What follows belongs to an exercise in optimizing a design on an open flow for a short achievable clock period and few clock cycles per item; a production flow would make more cautious choices.
The RTL was checked by simulation tests, not by an equivalence proof against the original design.
No activity file was given, so power comes from the tool's default toggle rates.

--- flow/constraint.sdc ---
create_clock -name core_clock -period 8.0 [get_ports {clk}]
set_input_delay 1.6000 -clock core_clock [delete_from_list [all_inputs] [get_ports {clk}]]
set_output_delay 1.6000 -clock core_clock [all_outputs]
set_load 0.01 [all_outputs]
--- flow/design.v ---
package rv_pkg;
    typedef logic [32-1:0] word_t;
    typedef logic [$clog2(32)-1:0] reg_addr_t;
    typedef enum logic [2:0] {
        ALU_ADD = 3'd0,
        ALU_SUB = 3'd1,
        ALU_AND = 3'd2,
        ALU_OR  = 3'd3,
        ALU_SLT = 3'd5
    } alu_op_e;
    typedef enum logic [1:0] {
        RES_ALU = 2'd0,
        RES_MEM = 2'd1,
        RES_PC4 = 2'd2
    } result_src_e;
    typedef enum logic [1:0] {
        IMM_I = 2'd0,
        IMM_S = 2'd1,
        IMM_B = 2'd2,
        IMM_J = 2'd3
    } imm_src_e;
    typedef enum logic [1:0] {
        FWD_REG = 2'd0,
        FWD_WB  = 2'd1,
        FWD_MEM = 2'd2
    } fwd_sel_e;
endpackage
`timescale 1ns/1ps
module rv_add #(
    parameter int W = 32
) (
    input  logic [W-1:0] a,
    input  logic [W-1:0] b,
    input  logic         cin,
    output logic [W-1:0] s
);
    localparam int LV = $clog2(W);
    logic [W-1:0] g [LV+1];
    logic [W-1:0] p [LV+1];
    logic [W-1:0] x;
    assign x = a ^ b;
    always_comb begin
        g[0] = a & b;
        p[0] = x;
        g[0][0] = (a[0] & b[0]) | (x[0] & cin);
        for (int l = 0; l < LV; l++) begin
            for (int i = 0; i < W; i++) begin
                if (i >= (1 << l)) begin
                    g[l+1][i] = g[l][i] | (p[l][i] & g[l][i-(1<<l)]);
                    p[l+1][i] = p[l][i] & p[l][i-(1<<l)];
                end else begin
                    g[l+1][i] = g[l][i];
                    p[l+1][i] = p[l][i];
                end
            end
        end
        s[0] = x[0] ^ cin;
        for (int i = 1; i < W; i++) begin
            s[i] = x[i] ^ g[LV][i-1];
        end
    end
endmodule
`timescale 1ns/1ps
module rv_core (
    input  logic              clk,
    input  logic              rst,
    output rv_pkg::word_t     imem_addr,
    input  rv_pkg::word_t     imem_data,
    output logic              wb_valid,
    output rv_pkg::reg_addr_t wb_rd,
    output rv_pkg::word_t     wb_data
);
    localparam int AW = $clog2(64);
    localparam int NB = 4;       
    logic [31:0] regs [1:31];
    logic [31:0] dmem [64];
    logic [31:0] pc_f;
    logic        v_d;
    logic        pred_d;         
    logic        hit1_d, hit2_d;  
    logic        byp1_d, byp2_d;  
    logic [31:0] ir_d, pc_d, pc4_d, rv1_d, rv2_d;
    logic [NB-1:0] bt_v;
    logic [NB-1:0] bt_k;         
    logic [9:0]    bt_tag [NB];
    logic [31:0]   bt_tgt [NB];
    logic [$clog2(NB)-1:0] bt_ptr;
    logic        v_e;
    logic        wen_e;          
    logic        st_e, br_e;
    logic        sub_e;          
    logic        s_and_e, s_or_e, s_slt_e, s_ld_e, s_sum_e;
    logic        fwd_a_e, fwd_b_e, fwd_s_e;
    logic [31:0] op_a_e, op_b_e, st_d_e, tgt_e;
    logic [AW-1:0] ea_e;
    logic [4:0]  rd_e;
    logic [6:0]  opc;
    logic [2:0]  f3;
    logic [4:0]  rs1, rs2, rd;
    logic        is_r, is_i, is_ld, is_st, is_br, is_jal;
    logic        wen_d;
    assign opc = ir_d[6:0];
    assign f3  = ir_d[14:12];
    assign rs1 = ir_d[19:15];
    assign rs2 = ir_d[24:20];
    assign rd  = ir_d[11:7];
    assign is_r   = (opc == 7'b0110011);
    assign is_i   = (opc == 7'b0010011);
    assign is_ld  = (opc == 7'b0000011);
    assign is_st  = (opc == 7'b0100011);
    assign is_br  = (opc == 7'b1100011);
    assign is_jal = (opc == 7'b1101111);
    assign wen_d  = (is_r | is_i | is_ld | is_jal) && rd != 5'd0;
    logic [4:0]  rs1_f, rs2_f;
    logic [31:0] rf1_f, rf2_f;
    logic        hit1_f, hit2_f, byp1_f, byp2_f;
    assign rs1_f = imem_data[19:15];
    assign rs2_f = imem_data[24:20];
    always_comb begin
        if (rs1_f == 5'd0)                    rf1_f = '0;
        else if (wb_valid && wb_rd == rs1_f)  rf1_f = wb_data;
        else                                  rf1_f = regs[rs1_f];
        if (rs2_f == 5'd0)                    rf2_f = '0;
        else if (wb_valid && wb_rd == rs2_f)  rf2_f = wb_data;
        else                                  rf2_f = regs[rs2_f];
        hit1_f = v_d && wen_d && rd == rs1_f;
        hit2_f = v_d && wen_d && rd == rs2_f;
        byp1_f = v_e && wen_e && rd_e == rs1_f;
        byp2_f = v_e && wen_e && rd_e == rs2_f;
    end
    logic        bt_hit;
    logic        bt_hitj;        
    logic [31:0] bt_npc;
    logic [31:0] pc4_f;
    assign pc4_f[31:2] = pc_f[31:2] + 30'd1;
    assign pc4_f[1:0] = pc_f[1:0];
    logic pc_lo_f;               
    assign pc_lo_f = (pc_f[31:12] == 20'd0);
    always_comb begin
        bt_hit  = 1'b0;
        bt_hitj = 1'b0;
        bt_npc  = '0;
        for (int i = 0; i < NB; i++) begin
            if (bt_v[i] && pc_lo_f && bt_tag[i] == pc_f[11:2]) begin
                bt_hit  = 1'b1;
                bt_hitj = bt_hitj | ~bt_k[i];
                bt_npc  = bt_npc | bt_tgt[i];
            end
        end
    end
    logic [31:0] imm_i, imm_s, imm_b, imm_j;
    logic [31:0] val1, val2;
    logic        sub_d, s_and_d, s_or_d, s_slt_d, s_sum_d;
    logic [31:0] op_a_d, op_b_d;
    logic [7:0]  ea_d;
    logic [31:0] btgt_d, jtgt_d, tgt_d;
    logic        eq_d;
    logic        br_late_d;      
    logic        jmp_d;          
    logic        bad_pred_d;     
    logic        redir_d, stall_d, redir_e;
    assign imm_i = {{20{ir_d[31]}}, ir_d[31:20]};
    assign imm_s = {{20{ir_d[31]}}, ir_d[31:25], ir_d[11:7]};
    assign imm_b = {{20{ir_d[31]}}, ir_d[7], ir_d[30:25], ir_d[11:8], 1'b0};
    assign imm_j = {{12{ir_d[31]}}, ir_d[19:12], ir_d[20], ir_d[30:21], 1'b0};
    assign btgt_d = pc_d + imm_b;
    assign jtgt_d = pc_d + imm_j;
    assign ea_d   = val1[7:0] + (is_st ? imm_s[7:0] : imm_i[7:0]);
    always_comb begin
        val1    = byp1_d ? wb_data : rv1_d;
        val2    = byp2_d ? wb_data : rv2_d;
        eq_d    = (rv1_d == rv2_d);
        s_slt_d = (is_r | is_i) && f3 == 3'b010;
        s_or_d  = (is_r | is_i) && f3 == 3'b110;
        s_and_d = (is_r | is_i) && f3 == 3'b111;
        sub_d   = s_slt_d | (is_r && f3 == 3'b000 && ir_d[30]);
        s_sum_d = ~(s_slt_d | s_or_d | s_and_d | is_ld);
        op_a_d  = is_jal ? pc_d : val1;
        if (is_i | is_ld)  op_b_d = imm_i;
        else if (is_st)    op_b_d = imm_s;
        else if (is_jal)   op_b_d = 32'd4;
        else               op_b_d = val2;
        jmp_d   = is_jal | (is_br & rs1 == rs2);
        br_late_d  = is_br & (hit1_d | hit2_d | byp1_d | byp2_d) & ~jmp_d;
        bad_pred_d = pred_d & ~jmp_d;
        redir_d = v_d & (jq_d | (bq_d & eq_d));
        tgt_d   = bad_pred_d ? pc4_d : is_jal ? jtgt_d : btgt_d;
    end
    logic jmp_f;                 
    logic jq_d;                  
    logic bq_d;                  
    assign jmp_f = (imem_data[6:0] == 7'b1101111)
                 | (imem_data[6:0] == 7'b1100011 && rs1_f == rs2_f);
    logic stall_q;               
    assign stall_d = stall_q;
    logic [31:0] a, bx, sum, res, ld_data, st_data;
    logic        slt, eq_e;
    logic [32:0] sum33;      
    assign sum33 = {a[31], a} + {bx[31], bx} + {32'd0, sub_e};
    assign sum   = sum33[31:0];
    always_comb begin
        a       = fwd_a_e ? wb_data : op_a_e;
        bx      = fwd_b_e ? (wb_data ^ {32{sub_e}}) : op_b_e;
        slt     = sum33[32];
        if (fwd_a_e)       eq_e = (wb_data == op_b_e);
        else if (fwd_b_e)  eq_e = (op_a_e == wb_data);
        else               eq_e = (op_a_e == op_b_e);
        ld_data = dmem[ea_e];
        st_data = fwd_s_e ? wb_data : st_d_e;
        res     = ({32{s_and_e}} & (a & bx))
                | ({32{s_or_e}}  & (a | bx))
                | ({32{s_slt_e}} & {31'd0, slt})
                | ({32{s_ld_e}}  & ld_data)
                | ({32{s_sum_e}} & sum);
    end
    assign redir_e = v_e & br_e & eq_e;
    logic [31:0] npc, npc_seq;
    always_comb begin
        if (stall_d)       npc_seq = pc_f;
        else if (bt_hit)   npc_seq = bt_npc;
        else               npc_seq = pc4_f;
        if (redir_e)       npc = tgt_e;
        else if (redir_d)  npc = tgt_d;
        else               npc = npc_seq;
    end
    assign imem_addr = pc_f;
    logic        lt_v;
    logic [31:0] lt_pc4;
    logic [9:0]  lt_tag;
    logic bt_ins, bt_fold;
    assign bt_fold = ((is_jal && rd == 5'd0) || is_br) && lt_v && lt_pc4 == pc_d;
    assign bt_ins  = v_d && jmp_d && !pred_d && pc_d[31:12] == 20'd0;
    logic       bt_wr;
    logic       bt_wk;
    logic [9:0] bt_wtag;
    always_ff @(posedge clk or posedge rst) begin
        if (rst) begin
            pc_f     <= '0;
            v_d      <= 1'b0;
            stall_q  <= 1'b0;
            pred_d   <= 1'b0;
            bt_wr    <= 1'b0;
            bt_v     <= '0;
            lt_v     <= 1'b0;
            bt_ptr   <= '0;
            v_e      <= 1'b0;
            wb_valid <= 1'b0;
        end else begin
            pc_f     <= npc;
            v_d      <= ~(redir_e | redir_d) & (v_d | ~stall_d);
            stall_q  <= ~(redir_e | redir_d) & ~stall_d & hit1_f
                        & (imem_data[6:0] == 7'b0000011 || imem_data[6:0] == 7'b0100011);
            if (!stall_d) begin
                pred_d <= bt_hitj;
            end
            bt_wr    <= bt_ins & ~redir_e;
            if (redir_e) begin
                lt_v <= 1'b0;
            end else if (v_d && !stall_d) begin
                lt_v <= ~redir_d & ~jmp_d & (pc_d[31:12] == 20'd0);
            end
            if (bt_wr) begin
                bt_v[bt_ptr] <= 1'b1;
                bt_ptr       <= bt_ptr + 1'b1;
            end
            v_e      <= v_d & ~redir_e & ~stall_d;
            wb_valid <= v_e & wen_e;
        end
    end
    always_ff @(posedge clk) begin
        if (stall_d) begin
            rv1_d  <= val1;
            rv2_d  <= val2;
            hit1_d <= 1'b0;
            hit2_d <= 1'b0;
            byp1_d <= hit1_d;
            byp2_d <= hit2_d;
        end else begin
            ir_d   <= imem_data;
            pc_d   <= pc_f;
            pc4_d  <= pc4_f;
            rv1_d  <= rf1_f;
            rv2_d  <= rf2_f;
            hit1_d <= hit1_f;
            jq_d   <= jmp_f ^ bt_hitj;
            bq_d   <= (imem_data[6:0] == 7'b1100011) && rs1_f != rs2_f
                      && !hit1_f && !hit2_f && !byp1_f && !byp2_f;
            hit2_d <= hit2_f;
            byp1_d <= byp1_f;
            byp2_d <= byp2_f;
        end
    end
    always_ff @(posedge clk) begin
        bt_wtag <= bt_fold ? lt_tag : pc_d[11:2];
        bt_wk   <= bt_fold;
        if (v_d && !stall_d) begin
            lt_pc4 <= pc4_d;
            lt_tag <= pc_d[11:2];
        end
        if (bt_wr) begin
            bt_k[bt_ptr]   <= bt_wk;
            bt_tag[bt_ptr] <= bt_wtag;
            bt_tgt[bt_ptr] <= pc_f;
        end
    end
    always_ff @(posedge clk) begin
        wen_e   <= wen_d;
        st_e    <= is_st;
        br_e    <= br_late_d;
        sub_e   <= sub_d;
        s_and_e <= s_and_d;
        s_or_e  <= s_or_d;
        s_slt_e <= s_slt_d;
        s_ld_e  <= is_ld;
        s_sum_e <= s_sum_d;
        fwd_a_e <= hit1_d & ~is_jal;
        fwd_b_e <= hit2_d & (is_r | is_br);
        fwd_s_e <= hit2_d;
        op_a_e  <= op_a_d;
        op_b_e  <= sub_d ? ~op_b_d : op_b_d;
        st_d_e  <= val2;
        ea_e    <= ea_d[AW+1:2];
        tgt_e   <= btgt_d;
        rd_e    <= rd;
    end
    always_ff @(posedge clk) begin
        wb_rd   <= rd_e;
        wb_data <= res;
    end
    always_ff @(posedge clk) begin
        if (v_e && st_e) begin
            dmem[ea_e] <= st_data;
        end
    end
    always_ff @(posedge clk or posedge rst) begin
        if (rst) begin
            for (int i = 1; i < 32; i++) begin
                regs[i] <= '0;
            end
        end else if (wb_valid) begin
            regs[wb_rd] <= wb_data;
        end
    end
endmodule
--- flow/run.sh ---
#!/bin/bash
# synth_recipe.tcl (not shown) runs the flow's synth.tcl, then flattens the netlist and writes it again
# the make line also repeats each setting of config.mk as NAME=value (left out here)
make -C /OpenROAD-flow-scripts/flow DESIGN_CONFIG=/design/flow/config.mk WORK_HOME=/design/flow/orfs CLKGATE_MAP_FILE= SYNTH_SCRIPT=/design/flow/synth_recipe.tcl finish
--- flow/config.mk ---
export PLATFORM = sky130hd
export DESIGN_NAME = rv_core
export DESIGN_NICKNAME = rv_core
export VERILOG_FILES = /design/flow/design.v
export SDC_FILE = /design/flow/constraint.sdc
export NUM_CORES = 4
export LEC_CHECK = 0
export ABC_CLOCK_PERIOD_IN_PS = 3000
export CAP_MARGIN = 20
export CELL_PAD_IN_SITES_DETAIL_PLACEMENT = 1
export CELL_PAD_IN_SITES_GLOBAL_PLACEMENT = 2
export CORE_MARGIN = 2
export CORE_UTILIZATION = 35
export SETUP_SLACK_MARGIN = 5
export SLEW_MARGIN = 20
==> results of run 1 <==
logic make-up after synthesis:
logic type,Yosys count,share of synthesized area (%)
simple gates,1488,4.81
xor+xnor,377,2.15
mux,1199,8.73
compound gates,2991,14.3
fa+ha+maj,125,1.04
flops,3662,66.4
buf+inv,973,2.56
metrics by stage:
step | worst slack [ps] | setup TNS, ps | utilization, %
final | 4100 | 0 | 43.8
after global routing | 4350 | 0 | 43.8
after CTS | 4370 | 0 | 43.0
after detailed placement | 1950 | 0 | 37.4
after global placement | 1880 | 0 | 37.4
after floorplan | -7900 | -8187920 | -
placed cells by master (no fill, tap or decap), types with 44 or more instances in the layout:
cell type and n:
a31oi_2 45, nand4_1 244, dfxtp_1 214, mux2i_1 52, mux2_2 1123, a22oi_1 1205, clkbuf_1 74, inv_1 96
a22o_1 352, buf_4 742, a21oi_2 59, nand3_1 152, a31oi_1 123, a221oi_2 71, ha_1 95, nand2_1 258
bufbuf_16 44, nor2_1 215, nor3_1 106, a222oi_1 71, dfxtp_4 47, buf_12 152, clkbuf_16 419, o21ai_1 102
nor2_4 143, xnor2_1 261, a21o_1 49, clkinv_2 81, a21oi_1 302, dfrtp_1 1014, clkinv_1 67, o21ai_0 78
buf_8 54, edfxtp_1 2358, buf_16 45, xor2_1 92, buf_6 203, a221oi_1 280
area by class of cell:
| class | instances | area [um2] | area share (%) |
|---|---|---|---|
| sequential | 3662 | 102000 | 53.4 |
| multi-input combinational | 6188 | 53600 | 27.9 |
| timing repair buffer | 1276 | 14900 | 7.78 |
| clock buffer | 512 | 10900 | 5.68 |
| tap | 5757 | 7200 | 3.76 |
| clock inverter | 233 | 2370 | 1.23 |
| inverter | 105 | 408 | 0.213 |
| antenna | 23 | 57.6 | 0.0300 |
| timing repair inverter | 1 | 5.00 | 0.00261 |
repair_timing:
item,CTS,global route
endpoints found under the setup margin,2923,830
pin swaps,269,216
buffers inserted,505,150
resized for setup,1390,363
gates cloned,62,14
power by group through the flow:
stage	registers, mW	clock network [mW]	logic [mW]
5_1_grt	21.1	19.8	6.79
3_3_place_gp	21.7	0	4.67
6_report	21.1	18.9	6.59
4_1_cts	21.1	19.2	6.18
2_1_floorplan	21.3	0	2.53
3_5_place_dp	21.7	0	4.72
flip-flops by register name, summed over array words and instances (netlist names), 40 cells and up:
register,flops
bt_tag,40
regs,992
dmem,2048
bt_tgt,128
worst reg2reg max path: cells and delay by family (launching register included):
family	cells	cell delay, ps
flip-flops	1	370
buffers and inverters	2	300
multiplexers	1	270
AND/OR/NAND/NOR	4	1800
XOR/XNOR	1	320
AO/OA/AOI/OAI	4	740
how the worst max path moves through the flow:
| stage | end | slack [ps] | cells past startpoint |
|---|---|---|---|
| finish | pc_f[13] | 4100 | 12 |
| global route | pc_f[31] | 4350 | 13 |
| CTS | pc_f[13] | 4370 | 12 |
| detailed placement | rv2_d[15] | 1950 | 12 |
| global placement | rv1_d[8] | 1880 | 9 |
| floorplan | bt_ptr[0] | -7900 | 1 |
layer usage:
layer  track usage [%]  share of wire, %
met3              7.22               8.7
met5             0.315             0.046
met4              21.8               7.9
met1              44.2                39
met2              51.7                44
==> flow_summary_export.csv, run 1 <==
group,metric,value,unit
drt,vias,114000,
worst_setup_path,crit_fanout,4,
logic_synthesis,synth_top_area_share,46.0,%
worst_setup_path,cp_top_family,"simple AND/OR/NAND/NOR gates",
power_and_ir_drop,p_total,46.6,mW
timing,rsz0062_at_grt,"yes",
clock_tree,clk_latency,1040,ps
power_and_ir_drop,p_switching,12.9,mW
global_routing,first_global_vias,112000,
worst_setup_path,r2r_slack,4100,ps
layout,stdcell_area,192000,um2
logic_synthesis,yosysUniqueCellTypes,95,
clock_tree,cts_tree,"built",
placed_design,numPortBuffers,103,
placed_design,dp.cells,16300,
drt,routedWlPerCell,44.2,um
power_and_ir_drop,power_leakage,69.0,nW
layout,nFillCells,43100,
clock_tree,cts_num_sinks,3662,
clock_tree,clockRootBuffer,"clkbuf_16",
timing,max_slew_margin,13.3,%
outcome,status,"complete, no violations",
logic_synthesis,ys_warn_count,2,
logic_synthesis,ys_top_cells_by_area,"edfxtp_1 46%, dfrtp_1 17%, mux2_2 8.3%",
floorplanning,ios,104,
global_routing,antenna_found_initial,66,
layout,drive_gt1_share,32.1,%
layout,finalNetCount,11800,
worst_setup_path,path_buf_inv,2,
drt,drt_iter0_drc,16300,
worst_setup_path,cpPeakStageDelay,670,ps
power_and_ir_drop,comb_power_share,14.1,%
placed_design,place_area,164000,um2
timing,holdWs,367,ps
timing,finalMaxSlewViolations,0,
logic_synthesis,ys_seq_area_share,66.4,%
worst_setup_path,start_kind,"register",
global_routing,grt_start_max_net_pins,156,
hold_path,hold_depth,0,
logic_synthesis,synth.most_common_cell,"edfxtp_1",
logic_synthesis,ys_seq_elements,3662,
worst_setup_path,critPathArrivalTime,4780,ps
floorplanning,initial_core_util,35.1,%
clock_tree,htree_levels,5,
worst_setup_path,crit_slowest_cell,"nor4_4",
logic_synthesis,syn_inst,10800,
timing,max_freq,256,MHz
floorplanning,die_height,667,um
power_and_ir_drop,p_per_area,243,nW/um2
hold_path,hold_path_class,"reg2reg",
power_and_ir_drop,power_frac_clock,40.6,%
worst_setup_path,critPathLaunch,"rv2_d[0]",
clock_tree,clkTransAtPathRegs,60,ps
power_and_ir_drop,ir_drop,0.195,mV
worst_setup_path,path_class,"reg2reg",
floorplanning,core.rowCount,243,
floorplanning,core_area,438000,um2
drt,firstDrtPassIters,11,
worst_setup_path,reg2reg_depth,12,
global_routing,grt_pass1_wl,1040,mm
drt,via_per_inst,6.41,
placed_design,hpwl,446,mm
timing,setup_viol,0,
logic_synthesis,syn_nets,11000,
worst_setup_path,r2r_end,"pc_f[13]",
logic_synthesis,synthFlopType,"edfxtp_1",
logic_synthesis,async_flop_share,28.3,%
layout,area_growth,24.7,%
power_and_ir_drop,p_int,33.7,mW
drt,ant_nets,0,
clock_tree,holdBufCountCts,0,
hold_path,min_to,"fwd_s_e",
worst_setup_path,timing.rr.start,"rv2_d[0]",
timing,period_share,48.8,%
clock_tree,numCtsBuffers,404,
power_and_ir_drop,seq_power_share,45.2,%
placed_design,gp_congestion,0.932,
timing,tightestPinTransition,1290,ps
global_routing,grtUsageTotal,34.1,%
logic_synthesis,netlist_top_cells_count,"2358 x edfxtp_1, 1215 x a22oi_1, 1131 x mux2_2, 1037 x dfrtp_1, 561 x clkbuf_1",
clock_tree,cts_buffer_depth,4,
layout,fin_cells,17800,
timing,hold_viol_final,0,
drt,routed_wl,785,mm
flow_run,cap_viol_max_count,0,
logic_synthesis,synth_area_leader_cell,"edfxtp_1",
worst_setup_path,cp-end-kind,"register",
timing,skew,74.1,ps
hold_path,min_from,"hit2_d",
logic_synthesis,synth_edf_count,2358,
worst_setup_path,cp_data_required_time,8870,ps
global_routing,grt-ovfl-total,0,
timing,finalCriticalPeriod,3900,ps
worst_setup_path,path_cells,"xnor2_4 -> nand4_1 -> nor4_4 -> nand4_1 -> o21ai_4 -> buf_12 -> buf_12 -> nand2b_4 -> a21oi_4 -> a21oi_2 -> o21ai_1 -> mux2_2",
power_and_ir_drop,p_sw_share,27.8,%
logic_synthesis,avgSynthCellArea,14.2,um2
floorplanning,dieWidth,667,um
logic_synthesis,synthesis.area,154000,um2
drt,drc_errors,0,
floorplanning,die-area,445000,um2
Testbench counts, summed over its fixed seeds: cycles 40,269, instrs 38,009.
==> run 2: changes to the inputs <==
--- a/flow/design.v
+++ b/flow/design.v
@@ -71,7 +71,7 @@
     output rv_pkg::word_t     wb_data
 );
     localparam int AW = $clog2(64);
-    localparam int NB = 4;       
+    localparam int NB = 2;       
     logic [31:0] regs [1:31];
     logic [31:0] dmem [64];
     logic [31:0] pc_f;
==> flow_summary_export.csv, run 2 <==
group,metric,value,unit
layout,area_growth,28.3,%
timing,hold_viol_final,0,
logic_synthesis,ys_seq_area_share,66.0,%
floorplanning,ios,104,
global_routing,grt-ovfl-total,0,
worst_setup_path,path_class,"reg2reg",
worst_setup_path,critPathArrivalTime,4740,ps
drt,routed_wl,813,mm
worst_setup_path,cp-end-kind,"register",
placed_design,hpwl,440,mm
layout,layout_commonest_cell,"edfxtp_1",
clock_tree,htree_levels,5,
drt,routedWlPerCell,45.8,um
timing,max_freq,264,MHz
power_and_ir_drop,p_switching,12.8,mW
layout,drive_gt1_share,34.5,%
worst_setup_path,reg2reg_depth,10,
logic_synthesis,async_flop_share,28.9,%
floorplanning,dieWidth,660,um
power_and_ir_drop,comb_power_share,14.5,%
timing,period_share,47.3,%
clock_tree,cts_num_sinks,3573,
layout,reg.largest.list,"dmem x2048, regs x992, bt_tgt x64",
layout,finalNetCount,11900,
clock_tree,holdBufCountCts,0,
power_and_ir_drop,seq_power_share,44.6,%
worst_setup_path,r2r_end,"pc_f[29]",
placed_design,gp_congestion,0.912,
floorplanning,die-area,436000,um2
floorplanning,initial_core_util,35.2,%
logic_synthesis,netlist_top_cells_count,"2272 x edfxtp_1, 1472 x a22oi_1, 1128 x mux2_2, 1034 x dfrtp_1, 630 x clkbuf_1",
logic_synthesis,syn_inst,10800,
drt,drt_iter0_drc,16200,
timing,setup_viol,0,
timing,tightestPinTransition,1260,ps
logic_synthesis,ys_top_cells_by_area,"edfxtp_1 45%, dfrtp_1 17%, mux2_2 8.4%",
power_and_ir_drop,p_sw_share,27.7,%
floorplanning,core.rowCount,240,
logic_synthesis,synth.most_common_cell,"edfxtp_1",
global_routing,grtUsageTotal,35.8,%
global_routing,antenna_found_initial,71,
logic_synthesis,yosysUniqueCellTypes,91,
power_and_ir_drop,p_int,33.3,mW
outcome,status,"complete, no violations",
floorplanning,core_area,428000,um2
clock_tree,cts_tree,"built",
power_and_ir_drop,power_frac_clock,40.9,%
power_and_ir_drop,power_leakage,69.9,nW
layout,nFillCells,41800,
drt,via_per_inst,6.50,
flow_run,cap_viol_max_count,0,
worst_setup_path,timing.rr.start,"rv1_d[22]",
logic_synthesis,ys_warn_count,2,
logic_synthesis,synth_area_leader_cell,"edfxtp_1",
timing,max_slew_margin,16.0,%
drt,drc_errors,0,
worst_setup_path,crit_fanout,6,
hold_path,hold_depth,0,
logic_synthesis,syn_nets,10900,
global_routing,grt_start_max_net_pins,159,
global_routing,grt_pass1_wl,1060,mm
logic_synthesis,synth_top_area_share,45.3,%
worst_setup_path,cp_data_required_time,8950,ps
hold_path,min_from,"rd_e[4]",
logic_synthesis,synthesis.area,151000,um2
timing,finalMaxSlewViolations,0,
hold_path,min_to,"wb_rd[4]",
clock_tree,cts_buffer_depth,4,
placed_design,numPortBuffers,103,
drt,vias,116000,
layout,final_cell_mix,"2272 x edfxtp_1, 1373 x a22oi_1, 1122 x mux2_2",
timing,rsz0062_at_grt,"yes",
timing,fin_tns_setup,0,ps
timing,skew,99.0,ps
power_and_ir_drop,ir_drop,0.202,mV
worst_setup_path,start_kind,"register",
layout,post-route-util,45.1,%
logic_synthesis,ys_seq_elements,3573,
clock_tree,clockRootBuffer,"clkbuf_16",
drt,firstDrtPassIters,9,
logic_synthesis,synthFlopType,"edfxtp_1",
clock_tree,clk_latency,1020,ps
clock_tree,numCtsBuffers,394,
power_and_ir_drop,p_per_area,239,nW/um2
logic_synthesis,synth_edf_count,2272,
worst_setup_path,r2r_slack,4210,ps
layout,regMostFlops,"dmem",
clock_tree,clkTransAtPathRegs,60,ps
timing,finalCriticalPeriod,3790,ps
layout,largest_reg_flops,2048,
hold_path,hold_path_class,"reg2reg",
drt,ant_nets,0,
logic_synthesis,avgSynthCellArea,14.0,um2
global_routing,first_global_vias,113000,
floorplanning,die_height,660,um
run 2: changes by cell type after synthesis, moves of 37 or more:
cell	delta
a22oi_1	+257
a22o_1	-139
nand3_1	-49
edfxtp_1	-86
a221oi_1	-139
o21ai_1	-78
xnor2_1	-37
nor3_1	-46
clkbuf_1	+69
nand2_1	+120
o21ai_0	+85
buf_2	-85
or3_1	+50
run 2: layout make-up:
cell class,instances,area [um2],share of cell area (%)
diodes,34,85.1,0.0440
clock buffers,524,10800,5.60
clock inverters,207,2380,1.23
inverters,108,419,0.217
multi-input cells,6213,54600,28.3
flip-flops and latches,3573,99700,51.6
well taps,5687,7120,3.68
repair buffers,1415,18100,9.37
run 2: power groups by stage:
stage	sequential, mW	clock, mW	combinational (mW)
final	20.6	18.9	6.69
after CTS	20.5	19.0	6.18
after global routing	20.6	19.7	6.87
after detailed placement	21.1	0	4.44
after global placement	21.1	0	4.39
after floorplan	20.7	0	2.41
run 2: worst max-delay path, stage by stage, from the launching register on:
cell      delay, ps
dfxtp_4         360
xnor2_4         350
nand4_1         720
or4_4           710
o31ai_4         290
buf_12          180
buf_12          110
nand2b_4        130
a2111o_1        370
a211o_1         350
nand4_1         120
run 2: stage by stage:
stage               total power, mW  hold slack (ps)  std cells  worst slack (ps)  area [um2]
floorplan                      23.1              360      10800             -7850      151000
global placement               25.5              386      16100              2040      161000
CTS                            45.7              386      17500              4580      188000
finish                         46.1              387      17800              4210      193000
global route                   47.2              402      17700              4380      193000
detailed placement             25.5              387      16100              2020      161000
run 2: what timing repair did:
action	4_1_cts	5_1_grt
endpoints found under the hold margin	0	0
setup buffers	574	172
endpoints found under the setup margin	2726	465
resized for setup	1644	538
pin swaps	350	293
cloned	99	33
run 2: logic make-up (layout without fill, tap and decap cells):
family	Yosys count	after routing	share of synthesized area [%]
adders and majority gates	118	118	1.00
DFF	3573	3573	66.0
xor gates and xnor gates	355	355	2.06
AOI/OAI and AO/OA	2972	2972	14.3
muxes	1199	1199	8.90
buffers and inverters	983	2254	2.54
other	0	34	0
and+or+nand+nor	1561	1569	5.15
run 2: layer usage:
layer	vias up	GRT usage (%)	share of wire (%)
met5	-	0	0.021
met4	28	23.2	8.3
met3	2189	7.52	9.1
met2	7394	55.3	44
met1	61400	45.6	38
li1	44600	-	-
run 2: worst max-delay path by stage:
stage / slack [ps] / start / to / cells past startpoint
floorplan: -7850 / rst / bt_ptr / 1
global placement: 2040 / imem_data[23] / rv2_d[14] / 11
detailed placement: 2020 / imem_data[23] / rv2_d[10] / 11
CTS: 4580 / ea_e[1] / wb_data[0] / 13
global route: 4380 / rv1_d[17] / pc_f[31] / 13
finish: 4210 / rv1_d[22] / pc_f[29] / 10
Testbench counts of run 2, summed over its fixed seeds: cycles 40,498, instrs 38,009.
==> run 3: changes to the inputs <==
--- a/flow/design.v
+++ b/flow/design.v
@@ -71,7 +71,7 @@
     output rv_pkg::word_t     wb_data
 );
     localparam int AW = $clog2(64);
-    localparam int NB = 2;       
+    localparam int NB = 4;       
     logic [31:0] regs [1:31];
     logic [31:0] dmem [64];
     logic [31:0] pc_f;
@@ -82,7 +82,7 @@
     logic [31:0] ir_d, pc_d, pc4_d, rv1_d, rv2_d;
     logic [NB-1:0] bt_v;
     logic [NB-1:0] bt_k;         
-    logic [9:0]    bt_tag [NB];
+    logic [29:0]   bt_tag [NB];
     logic [31:0]   bt_tgt [NB];
     logic [$clog2(NB)-1:0] bt_ptr;
     logic        v_e;
@@ -134,17 +134,15 @@
     logic [31:0] pc4_f;
     assign pc4_f[31:2] = pc_f[31:2] + 30'd1;
     assign pc4_f[1:0] = pc_f[1:0];
-    logic pc_lo_f;               
-    assign pc_lo_f = (pc_f[31:12] == 20'd0);
     always_comb begin
-        bt_hit  = 1'b0;
+        bt_hit = 1'b0;
         bt_hitj = 1'b0;
-        bt_npc  = '0;
+        bt_npc = '0;
         for (int i = 0; i < NB; i++) begin
-            if (bt_v[i] && pc_lo_f && bt_tag[i] == pc_f[11:2]) begin
-                bt_hit  = 1'b1;
+            if (bt_v[i] && bt_tag[i] == pc_f[31:2]) begin
+                bt_hit = 1'b1;
                 bt_hitj = bt_hitj | ~bt_k[i];
-                bt_npc  = bt_npc | bt_tgt[i];
+                bt_npc = bt_npc | bt_tgt[i];
             end
         end
     end
@@ -226,20 +224,16 @@
     assign imem_addr = pc_f;
     logic        lt_v;
     logic [31:0] lt_pc4;
-    logic [9:0]  lt_tag;
+    logic [29:0] lt_tag;
     logic bt_ins, bt_fold;
     assign bt_fold = ((is_jal && rd == 5'd0) || is_br) && lt_v && lt_pc4 == pc_d;
-    assign bt_ins  = v_d && jmp_d && !pred_d && pc_d[31:12] == 20'd0;
-    logic       bt_wr;
-    logic       bt_wk;
-    logic [9:0] bt_wtag;
+    assign bt_ins  = v_d && jmp_d && !pred_d;
     always_ff @(posedge clk or posedge rst) begin
         if (rst) begin
             pc_f     <= '0;
             v_d      <= 1'b0;
             stall_q  <= 1'b0;
             pred_d   <= 1'b0;
-            bt_wr    <= 1'b0;
             bt_v     <= '0;
             lt_v     <= 1'b0;
             bt_ptr   <= '0;
@@ -253,13 +247,12 @@
             if (!stall_d) begin
                 pred_d <= bt_hitj;
             end
-            bt_wr    <= bt_ins & ~redir_e;
             if (redir_e) begin
                 lt_v <= 1'b0;
             end else if (v_d && !stall_d) begin
-                lt_v <= ~redir_d & ~jmp_d & (pc_d[31:12] == 20'd0);
+                lt_v <= ~redir_d & ~jmp_d;
             end
-            if (bt_wr) begin
+            if (bt_ins) begin
                 bt_v[bt_ptr] <= 1'b1;
                 bt_ptr       <= bt_ptr + 1'b1;
             end
@@ -291,16 +284,14 @@
         end
     end
     always_ff @(posedge clk) begin
-        bt_wtag <= bt_fold ? lt_tag : pc_d[11:2];
-        bt_wk   <= bt_fold;
         if (v_d && !stall_d) begin
             lt_pc4 <= pc4_d;
-            lt_tag <= pc_d[11:2];
+            lt_tag <= pc_d[31:2];
         end
-        if (bt_wr) begin
-            bt_k[bt_ptr]   <= bt_wk;
-            bt_tag[bt_ptr] <= bt_wtag;
-            bt_tgt[bt_ptr] <= pc_f;
+        if (bt_ins) begin
+            bt_k[bt_ptr]   <= bt_fold;
+            bt_tag[bt_ptr] <= bt_fold ? lt_tag : pc_d[31:2];
+            bt_tgt[bt_ptr] <= tgt_d;
         end
     end
     always_ff @(posedge clk) begin
==> flow_summary_export.csv, run 3 <==
group,metric,value,unit
outcome,status,"complete, no violations",
logic_synthesis,ys_warn_count,2,
clock_tree,clkTransAtPathRegs,60,ps
logic_synthesis,synth_top_area_share,46.8,%
clock_tree,cts_tree,"built",
power_and_ir_drop,power_leakage,73.8,nW
drt,firstDrtPassIters,7,
drt,drt_iter0_drc,16800,
drt,ant_nets,0,
logic_synthesis,async_flop_share,27.6,%
hold_path,hold_path_class,"reg2reg",
placed_design,dpl_worst_slack,1640,ps
floorplanning,dieWidth,676,um
logic_synthesis,synth_area_leader_cell,"edfxtp_1",
timing,hold_viol_final,0,
logic_synthesis,synth.most_common_cell,"edfxtp_1",
logic_synthesis,synthesis.area,158000,um2
global_routing,grtUsageTotal,35.6,%
drt,via_per_inst,6.51,
logic_synthesis,synthFlopType,"edfxtp_1",
global_routing,antenna_found_initial,71,
worst_setup_path,cpPeakStageDelay,410,ps
timing,finalMaxSlewViolations,0,
worst_setup_path,path_class,"reg2reg",
timing,fin_ws,4380,ps
timing,holdWs,356,ps
layout,layout_commonest_cell,"edfxtp_1",
logic_synthesis,syn_inst,11100,
drt,vias,121000,
layout,regMostFlops,"dmem",
floorplanning,ios,104,
timing,max_freq,276,MHz
worst_setup_path,crit_slowest_cell,"or4_1",
worst_setup_path,cpMostUsedCell,"fa_2",
floorplanning,core_area,449000,um2
logic_synthesis,avgSynthCellArea,14.2,um2
floorplanning,initial_core_util,35.2,%
layout,finalNetCount,12400,
global_routing,grt_start_max_net_pins,144,
layout,area_growth,29.2,%
placed_design,place_area,169000,um2
clock_tree,numCtsBuffers,407,
layout,stdcell_area,204000,um2
global_routing,first_global_vias,118000,
global_routing,grt_pass1_wl,1100,mm
drt,routedWlPerCell,45.7,um
logic_synthesis,ys_seq_area_share,66.4,%
flow_run,cap_viol_max_count,0,
worst_setup_path,cp-end-kind,"register",
logic_synthesis,syn_nets,11300,
timing,max_slew_margin,16.1,%
timing,fin_tns_setup,0,ps
layout,drive_gt1_share,35.4,%
power_and_ir_drop,ir_drop,0.192,mV
floorplanning,die-area,456000,um2
power_and_ir_drop,p_per_area,240,nW/um2
worst_setup_path,path_buf_inv,2,
worst_setup_path,path_cells,"buf_12 -> xnor2_4 -> a21oi_4 -> fa_2 -> inv_2 -> fa_2 -> nor2b_2 -> o31a_1 -> nor3_2 -> o31ai_4 -> a221oi_4 -> o211a_4 -> o21ai_4 -> a21oi_2 -> or4_1 -> nand4_1",
worst_setup_path,cp_data_required_time,8950,ps
logic_synthesis,ys_seq_elements,3750,
timing,skew,71.6,ps
clock_tree,cts_buffer_depth,4,
power_and_ir_drop,p_total,49.0,mW
logic_synthesis,ys_top_cells_by_area,"edfxtp_1 47%, dfrtp_1 16%, mux2_2 8.3%",
drt,routed_wl,851,mm
placed_design,hpwl,465,mm
clock_tree,clockRootBuffer,"clkbuf_16",
floorplanning,die_height,676,um
timing,tightestPinTransition,1260,ps
logic_synthesis,yosysUniqueCellTypes,84,
clock_tree,htree_levels,5,
placed_design,dp.cells,16800,
layout,fin_cells,18600,
clock_tree,cts_num_sinks,3750,
placed_design,numPortBuffers,103,
worst_setup_path,start_kind,"register",
timing,rsz0062_at_grt,"yes",
global_routing,grt-ovfl-total,0,
logic_synthesis,netlist_top_cells_count,"2458 x edfxtp_1, 1212 x a22oi_1, 1163 x mux2_2, 1036 x dfrtp_1, 669 x clkbuf_1",
timing,setup_viol,0,
drt,drc_errors,0,
hold_path,min_from,"rd_e[2]",
timing,finalCriticalPeriod,3620,ps
worst_setup_path,cp_top_family,"compound AO/OA/AOI/OAI gates",
layout,reg.largest.list,"dmem x2048, regs x992, bt_tgt x128",
worst_setup_path,critPathLaunch,"wb_data[0]",
worst_setup_path,critPathArrivalTime,4570,ps
timing,period_share,45.3,%
placed_design,gp_congestion,0.938,
worst_setup_path,crit_fanout,4,
layout,post-route-util,45.4,%
logic_synthesis,synth_edf_count,2458,
floorplanning,core.rowCount,246,
layout,largest_reg_flops,2048,
layout,final_cell_mix,"2458 x edfxtp_1, 1177 x a22oi_1, 1153 x mux2_2",
clock_tree,clk_latency,1040,ps
worst_setup_path,timing.rr.start,"wb_data[0]",
## run 3: timing repair
item,in CTS,in global routing
gates cloned,98,27
hold buffers,0,0
resized for setup,1714,652
setup buffers,667,272
setup endpoints to repair,3600,1242
pin swaps,339,408
## run 3: final timing paths
kind	cells past startpoint	endpoint	slack, ps
setup / recovery	16	wb_data[30]	4380
setup reg to reg	16	wb_data[30]	4380
hold / removal	0	wb_rd[2]	360
hold reg to reg	0	wb_rd[2]	360
min in group asynchronous	3	regs[4][11]	1430
max in group asynchronous	6	pc_f[27]	5060
## run 3: metal layers
metal | GRT usage, % | up-vias | wire [um]
met1 | 45.0 | 64600 | 325000
met2 | 54.9 | 7645 | 379000
li1 | - | 46500 | -
met5 | 0 | - | 262
met4 | 24.3 | 38 | 70600
met3 | 7.62 | 2378 | 76400
## run 3: logic make-up after synthesis
group / synth area share, %
AOI/OAI and AO/OA: 14.1
xor gates and xnor gates: 2.49
adders and majority gates: 0.994
buffers and inverters: 2.45
DFF: 66.4
muxes: 8.74
and+or+nand+nor: 4.85
## run 3: cell type report
| cell class | instances | area [um2] |
|---|---|---|
| repair inverters | 1 | 5.00 |
| inverters | 113 | 450 |
| multi-input cells | 6364 | 56600 |
| diodes | 40 | 100 |
| flip-flops and latches | 3750 | 105000 |
| well taps | 5952 | 7450 |
| clock buffers | 562 | 11400 |
| clock inverters | 190 | 2140 |
| fillers | 43600 | 245000 |
| repair buffers | 1648 | 20600 |
## run 3: power by group
part           total (mW)  internal [mW]  switching, mW  leakage (nW)
logic                7.82           2.98           4.84          30.9
clock network        19.5           11.2           8.32          6.62
registers            21.7           21.2          0.424          36.3
Testbench counts of run 3, summed over its fixed seeds: cycles 40,269, instrs 38,009.

## what the ideal ports hide
No port has a modelled driver above. Below, the same layouts with a new extraction and two added sets of constraints.
Step 1 sets driving cells, clkbuf_16 on the clock port and buf_2 on the other inputs (assumed; they add their load-dependent delay and slew).
Step 2, shift: input delay + t, output delay - t, t = (earliest + latest rising clock arrival at the registers) / 2. This alone moves slack from input paths to output paths.
Slacks: ideal ports / drivers / drivers and shift; pairs: ideal ports / drivers.
run | shift t [ns] | setup slack, ns | worst setup path after step 2 | worst data-port slew with drivers (ns) | pins driven straight from the clock port
run 1 | 1.130 | 4.095 / 4.095 / 3.720 | input to register | 0.14 | 1
run 2 | 1.132 | 4.213 / 4.213 / 3.679 | input to register | 0.27 | 1
run 3 | 1.116 | 4.377 / 4.297 / 3.377 | input to register | 0.15 | 1
After both steps every run listed still meets setup and hold. The setup slack of run 3, which loses most, moves by -0.080 ns with the drivers and by -1.000 ns with both steps.
